Source: an optimization exercise on an open RTL-to-GDS flow (aim: small area, a short achievable clock period and few clock cycles). Production flows keep margins and buffers that such runs may drop. No functional check of the RTL was part of any run shown here. Power and IR drop assume default switching activity.

## design/flow/design.v

```verilog
package ise_pkg;
   typedef struct packed {
      logic insert;    
      logic close;     
   } cell_ctrl_type;
   localparam logic [1:0] ST_EMPTY = 2'b00;
   localparam logic [1:0] ST_OPEN  = 2'b01;
endpackage
module ise_cell #(
   parameter int VALUE_WIDTH = 16
) (
   input  logic                          clock,
   input  logic                          reset,
   input  ise_pkg::cell_ctrl_type        ctrl,
   input  logic signed [VALUE_WIDTH-1:0] new_value,
   input  logic                          new_par,
   input  logic                          new_c,
   input  logic signed [VALUE_WIDTH-1:0] next_value,
   input  logic signed [VALUE_WIDTH-1:0] right_value,
   input  logic [1:0]                    right_state,
   input  logic                          right_c,
   input  logic                          right_stay,
   output logic signed [VALUE_WIDTH-1:0] value,
   output logic [1:0]                    state,
   output logic                          c,
   output logic                          stay,
   output logic [1:0]                    state_next,
   output logic signed [VALUE_WIDTH-1:0] value_next
);
   function automatic logic greater(input logic [VALUE_WIDTH-1:0] a, input logic [VALUE_WIDTH-1:0] b);
      logic [VALUE_WIDTH-1:0] g, e;    
      g = {~a[VALUE_WIDTH-1] & b[VALUE_WIDTH-1], a[VALUE_WIDTH-2:0] & ~b[VALUE_WIDTH-2:0]};
      e = {~a[VALUE_WIDTH-1] | b[VALUE_WIDTH-1], a[VALUE_WIDTH-2:0] | ~b[VALUE_WIDTH-2:0]};
      for (int w = 1; w < VALUE_WIDTH; w = w * 2) begin
         for (int k = 0; k + w < VALUE_WIDTH; k = k + 2 * w) begin
            g[k] = g[k + w] | (e[k + w] & g[k]);
            e[k] = e[k + w] & e[k];
         end
      end
      greater = g[0];
   endfunction
   logic signed [VALUE_WIDTH-1:0] value_ff, value_in;
   logic [1:0]                    state_ff, state_src, state_in;
   logic                          g_ff, g_in;
   logic take_self, take_new, take_right;
   assign stay  = state_ff == ise_pkg::ST_OPEN && (!ctrl.insert || g_ff);
   assign c     = greater(value_ff, next_value);
   assign value = value_ff;
   assign state = state_ff;
   assign state_next = state_in;
   assign value_next = value_in;
   assign take_self  = stay;
   assign take_new   = !stay && right_stay;
   assign take_right = !stay && !right_stay;
   always_comb begin
      value_in  = ({VALUE_WIDTH{take_self}}  & value_ff)
                | ({VALUE_WIDTH{take_new}}   & new_value)
                | ({VALUE_WIDTH{take_right}} & right_value);
      state_src = ({2{take_self}}  & state_ff)
                | ({2{take_new}}   & (ctrl.insert ? ise_pkg::ST_OPEN : ise_pkg::ST_EMPTY))
                | ({2{take_right}} & right_state);
      g_in      = (take_self & c) | (take_new & new_c) | (take_right & right_c);
      state_in  = (ctrl.close && state_src == ise_pkg::ST_OPEN) ? {1'b1, new_par} : state_src;
   end
   always_ff @(posedge clock) begin
      value_ff <= value_in;
      g_ff     <= g_in;
      if (reset) begin
         state_ff <= ise_pkg::ST_EMPTY;
      end else begin
         state_ff <= state_in;
      end
   end
endmodule
module insertion_sort_engine #(
   parameter int DEPTH       = 32,
   parameter int VALUE_WIDTH = 16
) (
   input  logic                          clock,
   input  logic                          reset,
   input  logic                          start,
   output logic                          busy,
   input  logic signed [VALUE_WIDTH-1:0] req_value,
   input  logic                          req_last,
   output logic                          rsp_strobe,
   output logic signed [VALUE_WIDTH-1:0] rsp_value_res,
   output logic                          rsp_last_res,
   output logic                          rsp_dropped
);
   logic signed [VALUE_WIDTH-1:0] value_w [DEPTH];
   logic [1:0]                    state_w [DEPTH];
   logic [1:0]                    state_next_w [DEPTH];
   logic signed [VALUE_WIDTH-1:0] value_next_w [DEPTH];
   logic [DEPTH-1:0]              c_w;
   logic [DEPTH-1:0]              stay_w;
   logic                          nx_valid_ff;
   logic signed [VALUE_WIDTH-1:0] nx_value_ff;
   logic                          nx_last_ff;
   logic                          in_valid_ff;
   logic signed [VALUE_WIDTH-1:0] in_value_ff;
   logic          insert_ff;                 
   logic          close_ff;                  
   logic [5:0]    count_ff;                  
   logic          full;
   logic          full_next;
   logic          par_ff;                    
   logic          ovf_open_ff;               
   logic          ovf_head_ff;               
   logic          new_c_ff;                  
   logic          head_out_ff;               
   logic          head_last_ff;              
   logic signed [VALUE_WIDTH-1:0] head_value_ff;    
   ise_pkg::cell_ctrl_type ctrl;
   assign full      = count_ff == DEPTH;
   assign full_next = !ctrl.close && (full || (count_ff == DEPTH - 1 && ctrl.insert));
   assign ctrl.insert = insert_ff;
   assign ctrl.close  = close_ff;
   function automatic logic greater(input logic [VALUE_WIDTH-1:0] a, input logic [VALUE_WIDTH-1:0] b);
      logic [VALUE_WIDTH-1:0] g, e;
      g = {~a[VALUE_WIDTH-1] & b[VALUE_WIDTH-1], a[VALUE_WIDTH-2:0] & ~b[VALUE_WIDTH-2:0]};
      e = {~a[VALUE_WIDTH-1] | b[VALUE_WIDTH-1], a[VALUE_WIDTH-2:0] | ~b[VALUE_WIDTH-2:0]};
      for (int w = 1; w < VALUE_WIDTH; w = w * 2) begin
         for (int k = 0; k + w < VALUE_WIDTH; k = k + 2 * w) begin
            g[k] = g[k + w] | (e[k + w] & g[k]);
            e[k] = e[k + w] & e[k];
         end
      end
      greater = g[0];
   endfunction
   for (genvar i = 0; i < DEPTH; i++) begin : g_cell
      logic signed [VALUE_WIDTH-1:0] right_value;
      logic [1:0]                    right_state;
      logic                          right_c;
      logic                          right_stay;
      if (i == DEPTH - 1) begin : g_tail
         assign right_value = '0;
         assign right_state = ise_pkg::ST_EMPTY;
         assign right_c     = 1'b0;
         assign right_stay  = 1'b1;
      end else begin : g_inner
         assign right_value = value_w[i+1];
         assign right_state = state_w[i+1];
         assign right_c     = c_w[i+1];
         assign right_stay  = stay_w[i+1];
      end
      ise_cell #(
         .VALUE_WIDTH (VALUE_WIDTH)
      ) u_cell (
         .clock       (clock),
         .reset       (reset),
         .ctrl        (ctrl),
         .new_value   (in_value_ff),
         .new_par     (par_ff),
         .new_c       (new_c_ff),
         .next_value  (nx_value_ff),
         .right_value (right_value),
         .right_state (right_state),
         .right_c     (right_c),
         .right_stay  (right_stay),
         .value       (value_w[i]),
         .state       (state_w[i]),
         .c           (c_w[i]),
         .stay        (stay_w[i]),
         .state_next  (state_next_w[i]),
         .value_next  (value_next_w[i])
      );
   end
   always_ff @(posedge clock) begin
      nx_value_ff  <= req_value;
      nx_last_ff   <= req_last;
      in_value_ff  <= nx_value_ff;
      new_c_ff     <= greater(nx_value_ff, req_value);
      head_last_ff <= state_next_w[1] != state_next_w[0];
      if (reset) begin
         nx_valid_ff <= 1'b0;
         in_valid_ff <= 1'b0;
         insert_ff   <= 1'b0;
         close_ff    <= 1'b0;
         count_ff    <= '0;
         head_out_ff <= 1'b0;
         head_value_ff <= '0;
         par_ff      <= 1'b0;
         ovf_open_ff <= 1'b0;
         ovf_head_ff <= 1'b0;
      end else begin
         nx_valid_ff <= start;
         in_valid_ff <= nx_valid_ff;
         insert_ff   <= nx_valid_ff && !full_next;
         close_ff    <= nx_valid_ff && nx_last_ff;
         head_out_ff <= state_next_w[0][1];
         head_value_ff <= value_next_w[0];
         if (ctrl.close) begin
            count_ff <= '0;
         end else if (ctrl.insert) begin
            count_ff <= count_ff + 1'b1;
         end
         if (ctrl.close) begin
            par_ff      <= !par_ff;
            ovf_open_ff <= 1'b0;
         end else if (in_valid_ff && full) begin
            ovf_open_ff <= 1'b1;
         end
         if (ctrl.close && (ovf_open_ff || full)) begin
            ovf_head_ff <= 1'b1;
         end else if (head_out_ff && head_last_ff) begin
            ovf_head_ff <= 1'b0;
         end
      end
   end
   assign busy          = 1'b0;
   assign rsp_strobe    = head_out_ff;
   assign rsp_value_res = head_value_ff;
   assign rsp_last_res  = head_last_ff;
   assign rsp_dropped   = ovf_head_ff;
endmodule
```

## design/flow/constraint.sdc

```tcl
create_clock -name core_clock -period 4.5 [get_ports {clock}]
set_input_delay 0.9000 -clock core_clock [delete_from_list [all_inputs] [get_ports {clock}]]
set_output_delay 0.9000 -clock core_clock [all_outputs]
set_load 0.01 [all_outputs]
```

## design/flow/config.mk

```make
export PLATFORM = sky130hd
export DESIGN_NAME = insertion_sort_engine
export DESIGN_NICKNAME = insertion_sort_engine
export VERILOG_FILES = /design/flow/design.v
export SDC_FILE = /design/flow/constraint.sdc
export NUM_CORES = 4
export LEC_CHECK = 0
export ABC_AREA = 1
export CAP_MARGIN = 20
export CORE_MARGIN = 2
export CORE_UTILIZATION = 60
export CTS_BUF_LIST = sky130_fd_sc_hd__clkbuf_16
export CTS_CLUSTER_DIAMETER = 80
export CTS_CLUSTER_SIZE = 24
export SETUP_SLACK_MARGIN = 2.5
export SLEW_MARGIN = 20
```

## design/flow/run.sh

```bash
#!/bin/bash
# synth_recipe.tcl (not shown) runs the flow's synth.tcl, then flattens the netlist and writes it again
# the make line also repeats each setting of config.mk as NAME=value (left out here)
make -C /OpenROAD-flow-scripts/flow DESIGN_CONFIG=/design/flow/config.mk WORK_HOME=/design/flow/orfs CLKGATE_MAP_FILE= SYNTH_SCRIPT=/design/flow/synth_recipe.tcl finish
```

==> run_results.csv, run 1 <==
group,metric,value,unit
clock_tree,tritoncts,"done",
finish,layout.cells.most_common,"nand2_1",
route,wl,121,mm
route,ant_nets,0,
placed_design,portBuffers,38,
finish,layout_common_cells,"nand2_1, inv_1, dfxtp_1",
sta,finalHoldViolCount,0,
worst_setup_path,worst-path-buf-inv,1,
worst_setup_path,cpLargestDelayFamily,"flip-flops",
sta,fin_setup_tns,0,ns
pwr,vdd_ir_drop_max,0.330,mV
logic_synthesis,mappedNetlistArea,33800,sq um
worst_setup_path,crit_path_start_kind,"flop",
hold_path,holdCritStartpoint,"nx_value_ff[14]",
worst_setup_path,cp_data_arrival_time,1.15,ns
grt,grt_pass1_wl,179,mm
worst_setup_path,timing.reg2reg.setup_slack,2.50,ns
worst_setup_path,rr_startpoint,"insert_ff",
floorplanning,count_of_standard_cell_rows,87,
pwr,total_power,14.0,mW
logic_synthesis,synthesis.instances,5039,
logic_synthesis,synth_area_per_cell,6.71,sq um
route,avgViaCountPerCell,5.94,
pwr,power.static_leakage,17.1,nW
worst_setup_path,worst-path-max-fanout,1,
logic_synthesis,seq_area_frac_synth,0.403,
route,wl_per_cell,20.9,um
grt,grt_max_degree,49,
logic_synthesis,synth_fp_nets,5061,
logic_synthesis,ys_warn_count,6,
route,drtPass1Iterations,6,
worst_setup_path,crit_cells,1,
status,outcome,"finished clean",
placed_design,pre_cts_ws,1.52,ns
worst_setup_path,crit_chain,"buf_6",
logic_synthesis,yosysUniqueCellTypes,40,
finish,finish.utilization,0.668,
placed_design,place_hpwl,72.2,mm
route,overall_via_count_from_detail_route,34300,
clock_tree,insertion_delay,0.62,ns
floorplanning,ioPinCount,40,
logic_synthesis,synth-seq-cells,672,
placed_design,finalWeightedCongestion,0.893,
floorplanning,floorplan.core_area,56100,sq um
worst_setup_path,crit_path_top_delay_cell,"dfxtp_4",
hold_path,hold_critical_path_endpoint,"in_value_ff[14]",
floorplanning,die_h,241,um
clock_tree,clkSinkCount,672,
logic_synthesis,synth-edff-count,16,
job,drv.max_cap_violation_count,0,
sta,fmax,487,MHz
finish,final_layout_size_suffix_gt1_frac,0.0830,
finish,count_of_placed_standard_cells_in_the_final_layout_fillers_left_out,5780,
finish,finalNetCount,5019,
route,drc_errors,0,
worst_setup_path,path_class,"reg -> out",
sta,grt_setup_unrepaired,"yes",
route,drt-initial-drc-count,4609,
worst_setup_path,r2r-end,"head_last_ff",
floorplanning,floorplan.initialDensity,0.603,
sta,post-route-worst-setup-slack,2.45,ns
pwr,pwr_density_cell,374,nW/um^2
floorplanning,floorplan.die_area,58300,sq um
logic_synthesis,most_used_dff_post_synth,"dfxtp_1",
sta,timing_worst_slew_pin_value,1.25,ns
grt,grt_usage,0.400,
hold_path,hp-class,"reg -> reg",
clock_tree,clock_transition_at_the_registers_of_the_reported_paths,0.10,ns
worst_setup_path,cp-end-kind,"output port",
sta,final.setup_skew,0.0319,ns
sta,finalCriticalPeriod,2.05,ns
finish,flow.area_growth_from_synthesis,10.7,%
clock_tree,max-clock-path-buffers,3,
grt,overflow_after_grt,0,
sta,timing.max_slew.rel_slack,0.164,
worst_setup_path,cp_data_required_time,3.60,ns
grt,grt_pass1_vias,30300,
worst_setup_path,reg2regPathDepth,9,
sta,period_share,0.456,
grt,initial_antenna_violation_count,2,
sta,final-setup-viol-count,0,
clock_tree,ctsHtreeMaxLevel,2,
placed_design,dpl.cell_count,5596,
clock_tree,cts-root-buf,"clkbuf_16",
hold_path,min_delay_path_depth,0,
sta,maxSlewViolCount,0,
logic_synthesis,async_flop_share,0,
floorplanning,die_x,241,um
clock_tree,cts-buffers-inserted,38,
worst_setup_path,critical-path-max-stage-delay,0.43,ns
-- per-layer routing --
| layer | track usage | up-vias | share of wire |
|---|---|---|---|
| li1 | - | 16400 | - |
| met1 | 0.574 | 15700 | 0.42 |
| met2 | 0.590 | 1858 | 0.42 |
| met3 | 0.0771 | 310 | 0.12 |
| met4 | 0.165 | 4 | 0.044 |
| met5 | 0 | - | 0.00019 |
-- how the worst max path moves through the flow --
stage,startpoint,to,slack [ns]
floorplan,insert_ff,g_cell[30].u_cell.value_ff[0],2.67
detailed placement,insert_ff,g_cell[30].u_cell.state_ff[0],1.52
global placement,insert_ff,g_cell[30].u_cell.state_ff[0],1.52
CTS,head_value_ff[13],rsp_value_res[13],2.46
finish,head_value_ff[13],rsp_value_res[13],2.45
global route,head_value_ff[13],rsp_value_res[13],2.44
-- report_power, final --
| part | internal (mW) | switching [mW] | leakage [nW] | total [mW] |
|---|---|---|---|---|
| clock | 1.88 | 2.23 | 0.633 | 4.11 |
| combinational | 0.931 | 1.75 | 10.8 | 2.68 |
| sequential | 6.67 | 0.538 | 5.68 | 7.21 |
| total | 9.48 | 4.51 | 17.1 | 14.0 |
-- cells in the mapped netlist, types with 5 or more instances --
master	count	area (sq um)
buf_2	71	355
o22ai_1	79	494
o21ai_0	286	1430
buf_4	24	180
o221ai_1	415	3630
inv_1	699	2620
edfxtp_1	16	480
o211ai_1	30	225
nand2_1	1700	6380
clkbuf_1	158	593
clkinv_1	5	18.8
o21ai_1	15	75.1
nor2_1	404	1520
o21ai_4	10	163
nor2_4	11	124
buf_1	39	146
a21oi_1	81	405
dfxtp_1	656	13100
a31oi_1	32	200
inv_2	12	45.0
nor2_2	18	113
nand3_1	248	1240
-- cell families (layout without fill, tap and decap cells) --
family / after synthesis / count (layout) / share of synthesized area
xor gates and xnor gates: 1 / 1 / 0.000259
adders and majority gates: 2 / 2 / 0.000740
AOI/OAI and AO/OA: 957 / 958 / 0.198
DFF: 672 / 672 / 0.403
other: 1 / 3 / 0.000111
buffers and inverters: 1012 / 993 / 0.118
and+or+nand+nor: 2394 / 2395 / 0.280
-- layout make-up --
type / count / area, sq um
clock inverters: 24 / 246
diodes: 2 / 5.00
repair buffers: 209 / 2120
multi-input cells: 3357 / 16600
fillers: 5030 / 18600
repair inverters: 2 / 20.0
clock buffers: 41 / 1030
well taps: 756 / 946
inverters: 717 / 2770
flip-flops and latches: 672 / 13700
-- sequential cells by signal, indices dropped and copies added, names as in the netlist, 6 cells and up, named ones only --
register	cells
g_cell.u_cell.g_ff	32
g_cell.u_cell.value_ff	496
count_ff	6
in_value_ff	16
head_value_ff	16
g_cell.u_cell.state_ff	63
nx_value_ff	16
-- stage by stage --
| step | hold WS [ns] | instance area [sq um] |
|---|---|---|
| 6_report | 0.428 | 37400 |
| 5_1_grt | 0.436 | 37400 |
| 4_1_cts | 0.406 | 36700 |
| 3_5_place_dp | 0.370 | 34300 |
| 3_3_place_gp | 0.371 | 34300 |
| 2_1_floorplan | 0.326 | 33800 |
-- timing repair --
item                                    CTS  global route
endpoints found under the setup margin  634           480
pin swaps                                26            14
hold buffers                              0             0
resized for setup                       200            74
cloned                                    2             3
buffers inserted                         83            29
==> run 2, diff against run 1 <==
--- a/design/flow/design.v
+++ b/design/flow/design.v
@@ -7,7 +7,8 @@
    localparam logic [1:0] ST_OPEN  = 2'b01;
 endpackage
 module ise_cell #(
-   parameter int VALUE_WIDTH = 16
+   parameter int VALUE_WIDTH = 16,
+   parameter bit INVERTED    = 1'b0    
 ) (
    input  logic                          clock,
    input  logic                          reset,
@@ -16,16 +17,16 @@
    input  logic                          new_par,
    input  logic                          new_c,
    input  logic signed [VALUE_WIDTH-1:0] next_value,
-   input  logic signed [VALUE_WIDTH-1:0] right_value,
+   input  logic signed [VALUE_WIDTH-1:0] right_value,    
    input  logic [1:0]                    right_state,
    input  logic                          right_c,
    input  logic                          right_stay,
-   output logic signed [VALUE_WIDTH-1:0] value,
+   output logic signed [VALUE_WIDTH-1:0] value,          
    output logic [1:0]                    state,
    output logic                          c,
    output logic                          stay,
    output logic [1:0]                    state_next,
-   output logic signed [VALUE_WIDTH-1:0] value_next
+   output logic signed [VALUE_WIDTH-1:0] value_next       
 );
    function automatic logic greater(input logic [VALUE_WIDTH-1:0] a, input logic [VALUE_WIDTH-1:0] b);
       logic [VALUE_WIDTH-1:0] g, e;    
@@ -44,7 +45,7 @@
    logic                          g_ff, g_in;
    logic take_self, take_new, take_right;
    assign stay  = state_ff == ise_pkg::ST_OPEN && (!ctrl.insert || g_ff);
-   assign c     = greater(value_ff, next_value);
+   assign c     = greater(value_ff ^ {VALUE_WIDTH{INVERTED}}, next_value);
    assign value = value_ff;
    assign state = state_ff;
    assign state_next = state_in;
@@ -54,8 +55,8 @@
    assign take_right = !stay && !right_stay;
    always_comb begin
       value_in  = ({VALUE_WIDTH{take_self}}  & value_ff)
-                | ({VALUE_WIDTH{take_new}}   & new_value)
-                | ({VALUE_WIDTH{take_right}} & right_value);
+                | ({VALUE_WIDTH{take_new}}   & (new_value ^ {VALUE_WIDTH{INVERTED}}))
+                | ({VALUE_WIDTH{take_right}} & ~right_value);
       state_src = ({2{take_self}}  & state_ff)
                 | ({2{take_new}}   & (ctrl.insert ? ise_pkg::ST_OPEN : ise_pkg::ST_EMPTY))
                 | ({2{take_right}} & right_state);
@@ -93,9 +94,6 @@
    logic signed [VALUE_WIDTH-1:0] value_next_w [DEPTH];
    logic [DEPTH-1:0]              c_w;
    logic [DEPTH-1:0]              stay_w;
-   logic                          nx_valid_ff;
-   logic signed [VALUE_WIDTH-1:0] nx_value_ff;
-   logic                          nx_last_ff;
    logic                          in_valid_ff;
    logic signed [VALUE_WIDTH-1:0] in_value_ff;
    logic          insert_ff;                 
@@ -106,13 +104,14 @@
    logic          par_ff;                    
    logic          ovf_open_ff;               
    logic          ovf_head_ff;               
-   logic          new_c_ff;                  
+   logic          new_c;                     
    logic          head_out_ff;               
    logic          head_last_ff;              
    logic signed [VALUE_WIDTH-1:0] head_value_ff;    
    ise_pkg::cell_ctrl_type ctrl;
    assign full      = count_ff == DEPTH;
    assign full_next = !ctrl.close && (full || (count_ff == DEPTH - 1 && ctrl.insert));
+   assign new_c = greater(in_value_ff, req_value);
    assign ctrl.insert = insert_ff;
    assign ctrl.close  = close_ff;
    function automatic logic greater(input logic [VALUE_WIDTH-1:0] a, input logic [VALUE_WIDTH-1:0] b);
@@ -133,7 +132,7 @@
       logic                          right_c;
       logic                          right_stay;
       if (i == DEPTH - 1) begin : g_tail
-         assign right_value = '0;
+         assign right_value = '0;    
          assign right_state = ise_pkg::ST_EMPTY;
          assign right_c     = 1'b0;
          assign right_stay  = 1'b1;
@@ -144,15 +143,16 @@
          assign right_stay  = stay_w[i+1];
       end
       ise_cell #(
-         .VALUE_WIDTH (VALUE_WIDTH)
+         .VALUE_WIDTH (VALUE_WIDTH),
+         .INVERTED    (i % 2 == 1)
       ) u_cell (
          .clock       (clock),
          .reset       (reset),
          .ctrl        (ctrl),
          .new_value   (in_value_ff),
          .new_par     (par_ff),
-         .new_c       (new_c_ff),
-         .next_value  (nx_value_ff),
+         .new_c       (new_c),
+         .next_value  (req_value),
          .right_value (right_value),
          .right_state (right_state),
          .right_c     (right_c),
@@ -166,13 +166,9 @@
       );
    end
    always_ff @(posedge clock) begin
-      nx_value_ff  <= req_value;
-      nx_last_ff   <= req_last;
-      in_value_ff  <= nx_value_ff;
-      new_c_ff     <= greater(nx_value_ff, req_value);
+      in_value_ff  <= req_value;
       head_last_ff <= state_next_w[1] != state_next_w[0];
       if (reset) begin
-         nx_valid_ff <= 1'b0;
          in_valid_ff <= 1'b0;
          insert_ff   <= 1'b0;
          close_ff    <= 1'b0;
@@ -183,12 +179,11 @@
          ovf_open_ff <= 1'b0;
          ovf_head_ff <= 1'b0;
       end else begin
-         nx_valid_ff <= start;
-         in_valid_ff <= nx_valid_ff;
-         insert_ff   <= nx_valid_ff && !full_next;
-         close_ff    <= nx_valid_ff && nx_last_ff;
+         in_valid_ff <= start;
+         insert_ff   <= start && !full_next;
+         close_ff    <= start && req_last;
          head_out_ff <= state_next_w[0][1];
-         head_value_ff <= value_next_w[0];
+         head_value_ff <= value_next_w[0];    
          if (ctrl.close) begin
             count_ff <= '0;
          end else if (ctrl.insert) begin
==> run 2 against run 1 <==
  * Design area shrank 0.70%
  * Clock skew decreased by 0.012 ns
  * Fmax increased by 0.90%
  * Setup slack improved by 0.018 ns
==> run_results.csv, run 2 <==
group,metric,value,unit
floorplanning,count_of_standard_cell_rows,86,
hold_path,holdCritStartpoint,"g_cell[24].u_cell.value_ff[0]",
sta,final-setup-viol-count,0,
logic_synthesis,synthesis.instances,4980,
clock_tree,max-clock-path-buffers,3,
clock_tree,insertion_delay,0.62,ns
worst_setup_path,critical-path-top-cell-by-count,"inv_1",
logic_synthesis,ys_top_cells_by_area,"dfxtp_1, nand2_1, o221ai_1",
worst_setup_path,crit_path_start_kind,"flop",
finish,final_layout_size_suffix_gt1_frac,0.0949,
floorplanning,floorplan.initialDensity,0.608,
pwr,power.static_leakage,16.5,nW
sta,maxSlewViolCount,0,
logic_synthesis,synth.top_cell.area_share,0.380,
route,drt-initial-drc-count,4783,
clock_tree,holdBufCountCts,0,
logic_synthesis,synth_fp_nets,5002,
worst_setup_path,rr_startpoint,"close_ff",
logic_synthesis,mappedNetlistArea,33600,sq um
logic_synthesis,synthMostInstantiatedCell,"nand2_1",
floorplanning,die_x,241,um
logic_synthesis,synth_area_leader_cell,"dfxtp_1",
sta,final.setup_skew,0.0198,ns
worst_setup_path,timing.reg2reg.setup_slack,2.47,ns
grt,global_route.usage.met3,0.108,
sta,finalHoldViolCount,0,
finish,finish.utilization,0.673,
worst_setup_path,reg2regPathDepth,6,
clock_tree,cts-buffers-inserted,37,
status,outcome,"finished clean",
logic_synthesis,async_flop_share,0,
clock_tree,clock_transition_at_the_registers_of_the_reported_paths,0.10,ns
floorplanning,floorplan.core_area,55200,sq um
finish,largest_register,"g_cell.u_cell.value_ff",
logic_synthesis,synth.cells.most_frequent,"nand2_1, dfxtp_1, inv_1, nor2_1, o221ai_1",
grt,overflow_after_grt,0,
grt,grt_use_met2,0.677,
worst_setup_path,cp_data_arrival_time,2.46,ns
hold_path,hold_critical_path_endpoint,"g_cell[23].u_cell.value_ff[0]",
floorplanning,ioPinCount,40,
worst_setup_path,worst-path-max-fanout,16,
worst_setup_path,worst-path-buf-inv,2,
worst_setup_path,critical-path-max-stage-delay,0.53,ns
placed_design,place_hpwl,82.3,mm
route,drc_errors,0,
route,avgViaCountPerCell,6.17,
grt,use_met1,0.577,
worst_setup_path,cp-end-kind,"flop",
grt,grt_pass1_vias,31800,
route,overall_via_count_from_detail_route,35700,
sta,period_share,0.452,
logic_synthesis,synth-seq-cells,653,
finish,finalNetCount,5026,
clock_tree,cts-root-buf,"clkbuf_16",
logic_synthesis,seq_area_frac_synth,0.394,
finish,layout_common_cells,"nand2_1, dfxtp_1, inv_1",
finish,registers_with_the_highest_flip_flop_counts,"g_cell.u_cell.value_ff (496), g_cell.u_cell.state_ff (63), g_cell.u_cell.g_ff (32)",
pwr,vdd_ir_drop_max,0.335,mV
worst_setup_path,crit_path_top_delay_cell,"nor2_4",
finish,largest_reg_flops,496,
sta,fin_setup_tns,0,ns
grt,grt_pass1_wl,197,mm
hold_path,min_delay_path_depth,1,
worst_setup_path,r2r-end,"head_last_ff",
clock_tree,tritoncts,"done",
route,wl,138,mm
sta,fmax,492,MHz
worst_setup_path,cp_data_required_time,4.93,ns
grt,initial_antenna_violation_count,10,
pwr,pwr_density_cell,393,nW/um^2
sta,grt_setup_unrepaired,"yes",
floorplanning,floorplan.die_area,57900,sq um
job,drv.max_cap_violation_count,0,
logic_synthesis,yosysUniqueCellTypes,37,
route,ant_nets,0,
finish,flow.area_growth_from_synthesis,10.7,%
route,drtPass1Iterations,8,
worst_setup_path,cpLargestDelayFamily,"simple AND/OR/NAND/NOR gates",
worst_setup_path,crit_chain,"inv_1, nor2_4, inv_1, o21ai_0, xnor2_1, nand3_1",
placed_design,portBuffers,38,
hold_path,hp-class,"reg -> reg",
logic_synthesis,synth_area_per_cell,6.74,sq um
grt,grt_usage,0.459,
logic_synthesis,synth-edff-count,16,
logic_synthesis,ys_warn_count,7,
sta,timing.max_slew.rel_slack,0.478,
sta,timing_worst_slew_pin_value,0.783,ns
clock_tree,ctsHtreeMaxLevel,2,
logic_synthesis,most_used_dff_post_synth,"dfxtp_1",
route,wl_per_cell,23.8,um
clock_tree,clkSinkCount,653,
sta,finalCriticalPeriod,2.03,ns
worst_setup_path,path_class,"reg -> reg",
finish,layout.cells.most_common,"nand2_1",
placed_design,finalWeightedCongestion,0.960,
grt,grt_max_degree,53,
grt,grt_busiest_layer,"met2",
floorplanning,die_h,241,um
run 2: changes by cell type after synthesis, moves of 28 or more:
cell,delta
o211ai_1,+143
o221ai_1,-92
inv_1,-135
nand2_1,+51
clkbuf_1,-29
o22ai_1,-28
nand3_1,-54
run 2: worst max path at each step:
stage,start,to,slack [ns],depth (start not counted)
after floorplan,req_value[15],g_cell[0].u_cell.g_ff,2.49,11
after global placement,req_value[14],g_cell[26].u_cell.g_ff,1.13,10
after detailed placement,req_value[14],g_cell[27].u_cell.g_ff,1.11,10
after CTS,insert_ff,head_last_ff,2.32,7
after global routing,close_ff,head_last_ff,2.40,6
final,close_ff,head_last_ff,2.47,6
run 2: cell type report:
| cell class | instances | area (sq um) |
|---|---|---|
| clock inverters | 25 | 221 |
| diodes | 8 | 20.0 |
| fillers | 4948 | 18000 |
| clock buffers | 37 | 926 |
| repair inverters | 1 | 8.76 |
| flip-flops and latches | 653 | 13300 |
| multi-input cells | 3440 | 16900 |
| repair buffers | 266 | 2510 |
| well taps | 748 | 936 |
| inverters | 605 | 2360 |
run 2: what timing repair did:
action	CTS	global route
setup endpoints to repair	537	356
cloned	3	3
pin swaps	30	14
resized for setup	174	59
setup buffers	90	61
run 2: power breakdown:
part	internal [mW]	switching [mW]
Sequential	6.72	0.905
Clock	1.67	2.18
Combinational	1.17	1.95
Total	9.56	5.03
run 2: routing by layer:
layer	routed length, um	vias to the layer above
met3	18800	653
met2	56500	2379
li1	-	16400
met5	89	-
met4	12400	6
met1	50000	16200
run 2: per-stage QoR:
step	cells	area, sq um	setup slack (ns)	power [mW]	hold WS, ns
finish	5783	37200	2.47	14.6	0.463
global route	5776	37100	2.40	15.2	0.480
CTS	5711	36400	2.32	14.4	0.472
detailed placement	5556	34100	1.11	10.6	0.460
global placement	5556	34100	1.13	10.6	0.455
floorplan	4980	33700	2.49	9.52	0.440
run 2: cells by family (layout without fill, tap and decap cells):
logic type,count (synthesis),count (layout),synth area share
buf+inv,887,934,0.107
compound gates,1005,1005,0.211
simple gates,2430,2430,0.287
flops,653,653,0.394
other cells,1,9,0.000112
xor+xnor,2,2,0.000522
fa+ha+maj,2,2,0.000745
==> run 3, diff against run 2 <==
--- a/design/flow/config.mk
+++ b/design/flow/config.mk
@@ -12,5 +12,5 @@
 export CTS_BUF_LIST = sky130_fd_sc_hd__clkbuf_16
 export CTS_CLUSTER_DIAMETER = 80
 export CTS_CLUSTER_SIZE = 24
-export SETUP_SLACK_MARGIN = 2.5
+export SETUP_SLACK_MARGIN = 2.6
 export SLEW_MARGIN = 20
==> run 3 against run 2 <==
  * Still clean
  * Sequential power is 0.5% higher
  * Flip-flop and latch count is the same
  * Register-to-register slack better by 0.03 ns
  * Design area increased by 1.2%
  * Utilization grew 0.84 points
  * Fmax is 0.43% higher
  * Area after synthesis unchanged
  * Die area is the same
  * Synthesized cell count unchanged
  * Sequential share of layout area shrank 0.33 points
  * Largest power group unchanged
==> run_results.csv, run 3 <==
group,metric,value,unit
clock_tree,max-clock-path-buffers,3,
route,drtPass1Iterations,7,
clock_tree,tritoncts,"done",
floorplanning,floorplan.die_area,57900,sq um
route,ant_nets,0,
clock_tree,clkSinkCount,653,
route,drc_errors,0,
logic_synthesis,synthesis.instances,4980,
sta,timing.max_slew.rel_slack,0.474,
placed_design,finalWeightedCongestion,0.932,
logic_synthesis,mappedNetlistArea,33600,sq um
placed_design,pre_cts_ws,1.24,ns
sta,finalHoldViolCount,0,
logic_synthesis,synthMostInstantiatedCell,"nand2_1",
clock_tree,cts-buffers-inserted,37,
placed_design,place_hpwl,81.2,mm
pwr,share_comb_of_total_power,0.220,
grt,initial_antenna_violation_count,6,
grt,grt_usage,0.459,
worst_setup_path,crit_chain,"buf_6",
worst_setup_path,cp_data_arrival_time,1.12,ns
worst_setup_path,cp_data_required_time,3.60,ns
pwr,internal-power,9.67,mW
logic_synthesis,most_used_dff_post_synth,"dfxtp_1",
pwr,pwr-share-clk,0.263,
sta,final-setup-viol-count,0,
logic_synthesis,seq_area_frac_synth,0.394,
finish,layout.cells.most_common,"nand2_1",
clock_tree,cts-root-buf,"clkbuf_16",
clock_tree,insertion_delay,0.60,ns
logic_synthesis,ys_warn_count,7,
floorplanning,ioPinCount,40,
worst_setup_path,critical-path-max-stage-delay,0.41,ns
pwr,pwr_density_cell,394,nW/um^2
route,wl_per_cell,25.0,um
route,drt-initial-drc-count,5029,
clock_tree,clock_transition_at_the_registers_of_the_reported_paths,0.10,ns
logic_synthesis,synth_fp_nets,5002,
finish,largest_register,"g_cell.u_cell.value_ff",
logic_synthesis,yosysUniqueCellTypes,37,
pwr,share_seq_of_total_power,0.517,
finish,final.fill_count,4975,
route,wl,145,mm
worst_setup_path,worst-path-max-fanout,1,
sta,grt_setup_unrepaired,"yes",
grt,overflow_after_grt,0,
logic_synthesis,ys_top_cells_by_area,"dfxtp_1, nand2_1, o221ai_1",
clock_tree,ctsHtreeMaxLevel,2,
floorplanning,die_x,241,um
route,avgViaCountPerCell,6.27,
finish,count_of_placed_standard_cells_in_the_final_layout_fillers_left_out,5785,
finish,finish.utilization,0.682,
floorplanning,die_h,241,um
sta,final.setup_skew,0.0280,ns
logic_synthesis,synth.top_cell.area_share,0.380,
job,drv.max_cap_violation_count,0,
pwr,sw_frac_of_total,0.348,
pwr,vdd_ir_drop_max,0.314,mV
worst_setup_path,crit_path_start_kind,"flop",
logic_synthesis,synth_area_per_cell,6.74,sq um
status,outcome,"finished clean",
floorplanning,count_of_standard_cell_rows,86,
floorplanning,floorplan.initialDensity,0.608,
hold_path,hp-class,"reg -> reg",
worst_setup_path,crit_path_top_delay_cell,"dfxtp_4",
sta,fin_setup_tns,0,ns
finish,registers_with_the_highest_flip_flop_counts,"g_cell.u_cell.value_ff (496), g_cell.u_cell.state_ff (63), g_cell.u_cell.g_ff (32)",
finish,layout_common_cells,"nand2_1, dfxtp_1, inv_1",
logic_synthesis,synth-edff-count,16,
sta,maxSlewViolCount,0,
floorplanning,floorplan.core_area,55200,sq um
finish,finalNetCount,5032,
grt,grt_max_degree,56,
finish,flow.area_growth_from_synthesis,12.1,%
worst_setup_path,cp-end-kind,"output port",
worst_setup_path,worst-path-buf-inv,1,
logic_synthesis,synth_area_leader_cell,"dfxtp_1",
pwr,total_power,14.8,mW
grt,grt_pass1_wl,197,mm
sta,fmax,494,MHz
grt,grt_pass1_vias,31400,
logic_synthesis,synth.cells.most_frequent,"nand2_1, dfxtp_1, inv_1, nor2_1, o221ai_1",
route,overall_via_count_from_detail_route,36300,
worst_setup_path,path_class,"reg -> out",
worst_setup_path,cpLargestDelayFamily,"flip-flops",
finish,final_layout_size_suffix_gt1_frac,0.100,
pwr,power.static_leakage,16.7,nW
sta,timing_worst_slew_pin_value,0.789,ns
sta,post-route-worst-setup-slack,2.48,ns
sta,finalCriticalPeriod,2.02,ns
finish,largest_reg_flops,496,
placed_design,portBuffers,38,
logic_synthesis,synth-seq-cells,653,
sta,period_share,0.450,
placed_design,dpl.cell_count,5547,
pwr,netSwitchingPower,5.15,mW
logic_synthesis,async_flop_share,0,
-- run 3: cell counts after synthesis --
Identical to the previous run, type by type.
-- run 3: final timing paths --
| kind | endpoint | depth (start not counted) | slack, ns | start |
|---|---|---|---|---|
| setup / recovery | rsp_value_res[12] | 1 | 2.48 | head_value_ff[12] |
| hold reg to reg | g_cell[3].u_cell.value_ff[7] | 1 | 0.47 | g_cell[4].u_cell.value_ff[7] |
| setup reg to reg | g_cell[7].u_cell.value_ff[1] | 7 | 2.50 | insert_ff |
| hold / removal | g_cell[3].u_cell.value_ff[7] | 1 | 0.47 | g_cell[4].u_cell.value_ff[7] |
-- run 3: cell families after synthesis --
group,Yosys count,synth area share
flip-flops,653,0.394
adder cells (fa/ha/maj),2,0.000745
XOR/XNOR,2,0.000522
AO/OA/AOI/OAI,1005,0.211
buffers and inverters,887,0.107
other,1,0.000112
AND/OR/NAND/NOR,2430,0.287
-- run 3: through the flow --
step / area [sq um] / hold WS, ns
2_1_floorplan: 33800 / 0.440
3_3_place_gp: 34000 / 0.454
3_5_place_dp: 34000 / 0.459
4_1_cts: 36700 / 0.462
5_1_grt: 37600 / 0.474
6_report: 37600 / 0.466
-- run 3: power groups by stage --
stage | Combinational [mW] | Sequential [mW] | Clock (mW)
after floorplan | 2.19 | 7.34 | 0
after global placement | 2.85 | 7.72 | 0
after detailed placement | 2.90 | 7.72 | 0
after CTS | 2.98 | 7.60 | 3.88
after global routing | 3.55 | 7.72 | 4.06
final | 3.25 | 7.66 | 3.90
-- run 3: routing by layer --
layer / vias up / GRT usage / wire (um)
met2: 2628 / 0.678 / 57600
met5: - / 0 / 0
met3: 685 / 0.113 / 22400
met1: 16500 / 0.588 / 51800
met4: 0 / 0.326 / 12900
li1: 16500 / - / -
-- run 3: what timing repair did --
item | 4_1_cts | 5_1_grt
cloned | 2 | 16
pin swaps | 34 | 11
resized for setup | 219 | 105
buffers inserted | 127 | 26
endpoints found under the setup margin | 649 | 107
hold buffers | 0 | 0
-- run 3: area by class of cell --
type | instances | area (sq um) | share of cell area
timing repair buffer | 270 | 2830 | 0.0752
timing repair inverter | 3 | 28.8 | 0.000765
sequential | 653 | 13300 | 0.353
tap | 748 | 936 | 0.0249
antenna | 5 | 12.5 | 0.000333
clock buffer | 37 | 926 | 0.0246
inverter | 605 | 2380 | 0.0631
multi-input combinational | 3440 | 17000 | 0.451
clock inverter | 24 | 239 | 0.00635
==> run 4, diff against run 3 <==
--- a/design/flow/config.mk
+++ b/design/flow/config.mk
@@ -12,5 +12,5 @@
 export CTS_BUF_LIST = sky130_fd_sc_hd__clkbuf_16
 export CTS_CLUSTER_DIAMETER = 80
 export CTS_CLUSTER_SIZE = 24
-export SETUP_SLACK_MARGIN = 2.6
+export SETUP_SLACK_MARGIN = 2.55
 export SLEW_MARGIN = 20
==> run 4 against run 3 <==
  * Still clean
  * Clock power about the same
  * Via count decreased by 1.4%
  * Flip-flop and latch count unchanged
  * Wire length decreased by 3.3%
  * Fmax decreased by 6.4%
==> run_results.csv, run 4 <==
group,metric,value,unit
pwr,total_power,14.7,mW
clock_tree,max-clock-path-buffers,3,
route,avgViaCountPerCell,6.18,
sta,fin_setup_tns,0,ns
floorplanning,floorplan.initialDensity,0.608,
logic_synthesis,synthMostInstantiatedCell,"nand2_1",
floorplanning,die_h,241,um
logic_synthesis,synthesis.instances,4980,
sta,finalHoldViolCount,0,
sta,maxSlewViolCount,0,
sta,final.setup_skew,0.0192,ns
worst_setup_path,cp_data_required_time,4.90,ns
finish,largest_register,"g_cell.u_cell.value_ff",
finish,final.fill_count,4964,
finish,registers_with_the_highest_flip_flop_counts,"g_cell.u_cell.value_ff (496), g_cell.u_cell.state_ff (63), g_cell.u_cell.g_ff (32)",
logic_synthesis,synth-edff-count,16,
worst_setup_path,worstSetupStartpoint,"close_ff",
floorplanning,floorplan.core_area,55200,sq um
worst_setup_path,cp-end-kind,"flop",
sta,fmax,462,MHz
grt,grt_max_degree,76,
route,ant_nets,0,
grt,initial_antenna_violation_count,2,
pwr,pwr_density_cell,392,nW/um^2
grt,grt_pass1_vias,31800,
route,overall_via_count_from_detail_route,35800,
hold_path,hp-class,"reg -> reg",
clock_tree,ctsHtreeMaxLevel,2,
job,drv.max_cap_violation_count,0,
finish,flow.area_growth_from_synthesis,11.7,%
sta,timing_worst_slew_pin_value,0.777,ns
route,wl,140,mm
logic_synthesis,synth_area_leader_cell,"dfxtp_1",
clock_tree,holdBufCountCts,0,
floorplanning,floorplan.die_area,57900,sq um
sta,finalCriticalPeriod,2.16,ns
grt,grt_busiest_layer,"met2",
logic_synthesis,seq_area_frac_synth,0.394,
finish,final_layout_size_suffix_gt1_frac,0.101,
worst_setup_path,crit_chain,"buf_12, clkinvlp_4, nor2_4, clkinvlp_4, o21ai_1, xnor2_1, nand3_2",
logic_synthesis,async_flop_share,0,
route,drtPass1Iterations,7,
finish,layout.cell_area.non_filler,37500,sq um
logic_synthesis,synth.top_cell.area_share,0.380,
logic_synthesis,ys_warn_count,7,
finish,largest_reg_flops,496,
pwr,power.static_leakage,16.7,nW
worst_setup_path,rr_startpoint,"close_ff",
pwr,vdd_ir_drop_max,0.319,mV
clock_tree,clock_transition_at_the_registers_of_the_reported_paths,0.10,ns
sta,period_share,0.481,
floorplanning,count_of_standard_cell_rows,86,
clock_tree,cts-buffers-inserted,37,
worst_setup_path,critical-path-top-cell-by-count,"clkinvlp_4",
sta,final-setup-viol-count,0,
worst_setup_path,crit_path_top_delay_cell,"dfxtp_2",
clock_tree,insertion_delay,0.61,ns
route,drc_errors,0,
grt,grt_pass1_wl,200,mm
worst_setup_path,path_class,"reg -> reg",
worst_setup_path,crit_cells,7,
sta,hold-worst-slack,0.468,ns
placed_design,dpl.cell_count,5555,
finish,layout.cells.most_common,"nand2_1",
hold_path,holdCritStartpoint,"g_cell[14].u_cell.value_ff[9]",
worst_setup_path,timing.reg2reg.setup_slack,2.34,ns
grt,grt_use_met2,0.704,
worst_setup_path,cp_data_arrival_time,2.56,ns
logic_synthesis,mappedNetlistArea,33600,sq um
sta,timing.max_slew.rel_slack,0.482,
worst_setup_path,worst-path-buf-inv,3,
finish,layout_common_cells,"nand2_1, dfxtp_1, inv_1",
hold_path,min_delay_path_depth,1,
logic_synthesis,synth_fp_nets,5002,
logic_synthesis,most_used_dff_post_synth,"dfxtp_1",
worst_setup_path,worst-path-max-fanout,16,
grt,global_route.usage.met3,0.135,
logic_synthesis,synth_area_per_cell,6.74,sq um
logic_synthesis,synth-seq-cells,653,
finish,count_of_placed_standard_cells_in_the_final_layout_fillers_left_out,5796,
floorplanning,die_x,241,um
route,drt-initial-drc-count,4911,
clock_tree,clkSinkCount,653,
logic_synthesis,synth.cells.most_frequent,"nand2_1, dfxtp_1, inv_1, nor2_1, o221ai_1",
sta,grt_setup_unrepaired,"yes",
placed_design,dpl_cell_area,34100,sq um
finish,finalNetCount,5043,
logic_synthesis,ys_top_cells_by_area,"dfxtp_1, nand2_1, o221ai_1",
grt,overflow_after_grt,0,
clock_tree,tritoncts,"done",
logic_synthesis,yosysUniqueCellTypes,37,
worst_setup_path,crit_path_start_kind,"flop",
grt,grt_usage,0.470,
status,outcome,"finished clean",
floorplanning,ioPinCount,40,
grt,use_met1,0.569,
clock_tree,cts-root-buf,"clkbuf_16",
route,wl_per_cell,24.1,um
worst_setup_path,critical-path-max-stage-delay,0.35,ns
worst_setup_path,cpLargestDelayFamily,"buffers and inverters",
worst_setup_path,reg2regPathDepth,7,
placed_design,portBuffers,38,
placed_design,place_hpwl,81.6,mm
placed_design,finalWeightedCongestion,0.953,
[run 4: cell counts after synthesis]
Identical to the previous run, type by type.
[run 4: what timing repair did]
item,4_1_cts,5_1_grt
gates cloned,4,4
setup endpoints to repair,624,222
endpoints found under the hold margin,0,0
setup buffers,129,38
gates resized for setup,220,74
pin swaps,40,12
[run 4: worst reg2reg max path, cell delays in order (launching register included)]
cell,delay (ns)
dfxtp_2,0.35
buf_12,0.21
clkinvlp_4,0.19
nor2_4,0.34
clkinvlp_4,0.21
o21ai_1,0.24
xnor2_1,0.17
nand3_2,0.25
[run 4: worst paths after layout]
| kind | to |
|---|---|
| max | head_last_ff |
| min | g_cell[13].u_cell.value_ff[9] |
| max reg2reg | head_last_ff |
| min reg2reg | g_cell[13].u_cell.value_ff[9] |
[run 4: through the flow]
stage / worst slack, ns / utilization
floorplan: 2.49 / -
global placement: 1.30 / 0.618
detailed placement: 1.24 / 0.618
CTS: 2.43 / 0.667
global route: 2.39 / 0.680
finish: 2.34 / 0.680
[run 4: layout make-up]
class                           instances  area, sq um  area share
Timing Repair inverter                  2         17.5    0.000467
Timing Repair Buffer                  282         2770      0.0738
Sequential cell                       653        13300       0.354
Clock buffer                           38          951      0.0253
Tap cell                              748          936      0.0249
Inverter                              605         2370      0.0632
Antenna cell                            3         7.51    0.000200
Clock inverter                         25          226     0.00604
Multi-Input combinational cell       3440        17000       0.453
[run 4: cells by family (layout without fill, tap and decap cells)]
family | after synthesis | after routing | share of synthesized area
XOR/XNOR | 2 | 2 | 0.000522
buffers and inverters | 887 | 952 | 0.107
AO/OA/AOI/OAI | 1005 | 1005 | 0.211
other | 1 | 4 | 0.000112
flip-flops | 653 | 653 | 0.394
adder cells (fa/ha/maj) | 2 | 2 | 0.000745
AND/OR/NAND/NOR | 2430 | 2430 | 0.287
[run 4: where the power goes]
group,internal (mW),total [mW],switching (mW)
registers,6.72,7.63,0.909
logic,1.21,3.20,1.98
clock network,1.75,3.90,2.15
[run 4: per-layer routing]
| layer | wire, um | part of all wire | vias to the layer above |
|---|---|---|---|
| li1 | - | - | 16500 |
| met1 | 49000 | 0.35 | 16200 |
| met2 | 58900 | 0.42 | 2396 |
| met3 | 19300 | 0.14 | 693 |
| met4 | 12600 | 0.090 | 2 |
| met5 | 11 | 0.000079 | - |

[what the ideal ports hide]
In the flow no input, the clock included, has a driving cell. The finished layouts below were timed again as built, in two steps.
Step 1 (the two cells are an assumption about what drives the block):
set clk [get_ports {clock}]
set_driving_cell -lib_cell sky130_fd_sc_hd__clkbuf_16 $clk
set_driving_cell -lib_cell sky130_fd_sc_hd__buf_2 [delete_from_list [all_inputs] $clk]
Step 2 moves the port delays by t, midway between the first and last clock arrival at a register: inputs arrive t later, outputs are due t later. That takes back most of the time a late clock gives input paths.
Slacks: no drivers / after step 1 / after step 2; pairs: no drivers / after step 1.
| run | t (ns) | slack for setup (ns) | hold slack, ns | worst setup path at the end | clock arrival spread, ns |
|---|---|---|---|---|---|
| run 1 | 0.673 | 2.448 / 2.379 / 1.957 | 0.428 / 0.428 / 0.428 | input to register | 0.034 / 0.034 |
| run 2 | 0.671 | 2.467 / 2.416 / 1.940 | 0.463 / 0.436 / 0.463 | input to register | 0.023 / 0.023 |
| run 3 | 0.655 | 2.476 / 2.411 / 1.882 | 0.466 / 0.435 / 0.466 | input to register | 0.033 / 0.033 |
| run 4 | 0.665 | 2.337 / 2.337 / 1.932 | 0.468 / 0.434 / 0.468 | input to register | 0.022 / 0.021 |
After both steps setup and hold are still met in every run listed. The setup slack of run 3, which loses most, moves by -0.065 ns with the drivers and by -0.594 ns with both steps.
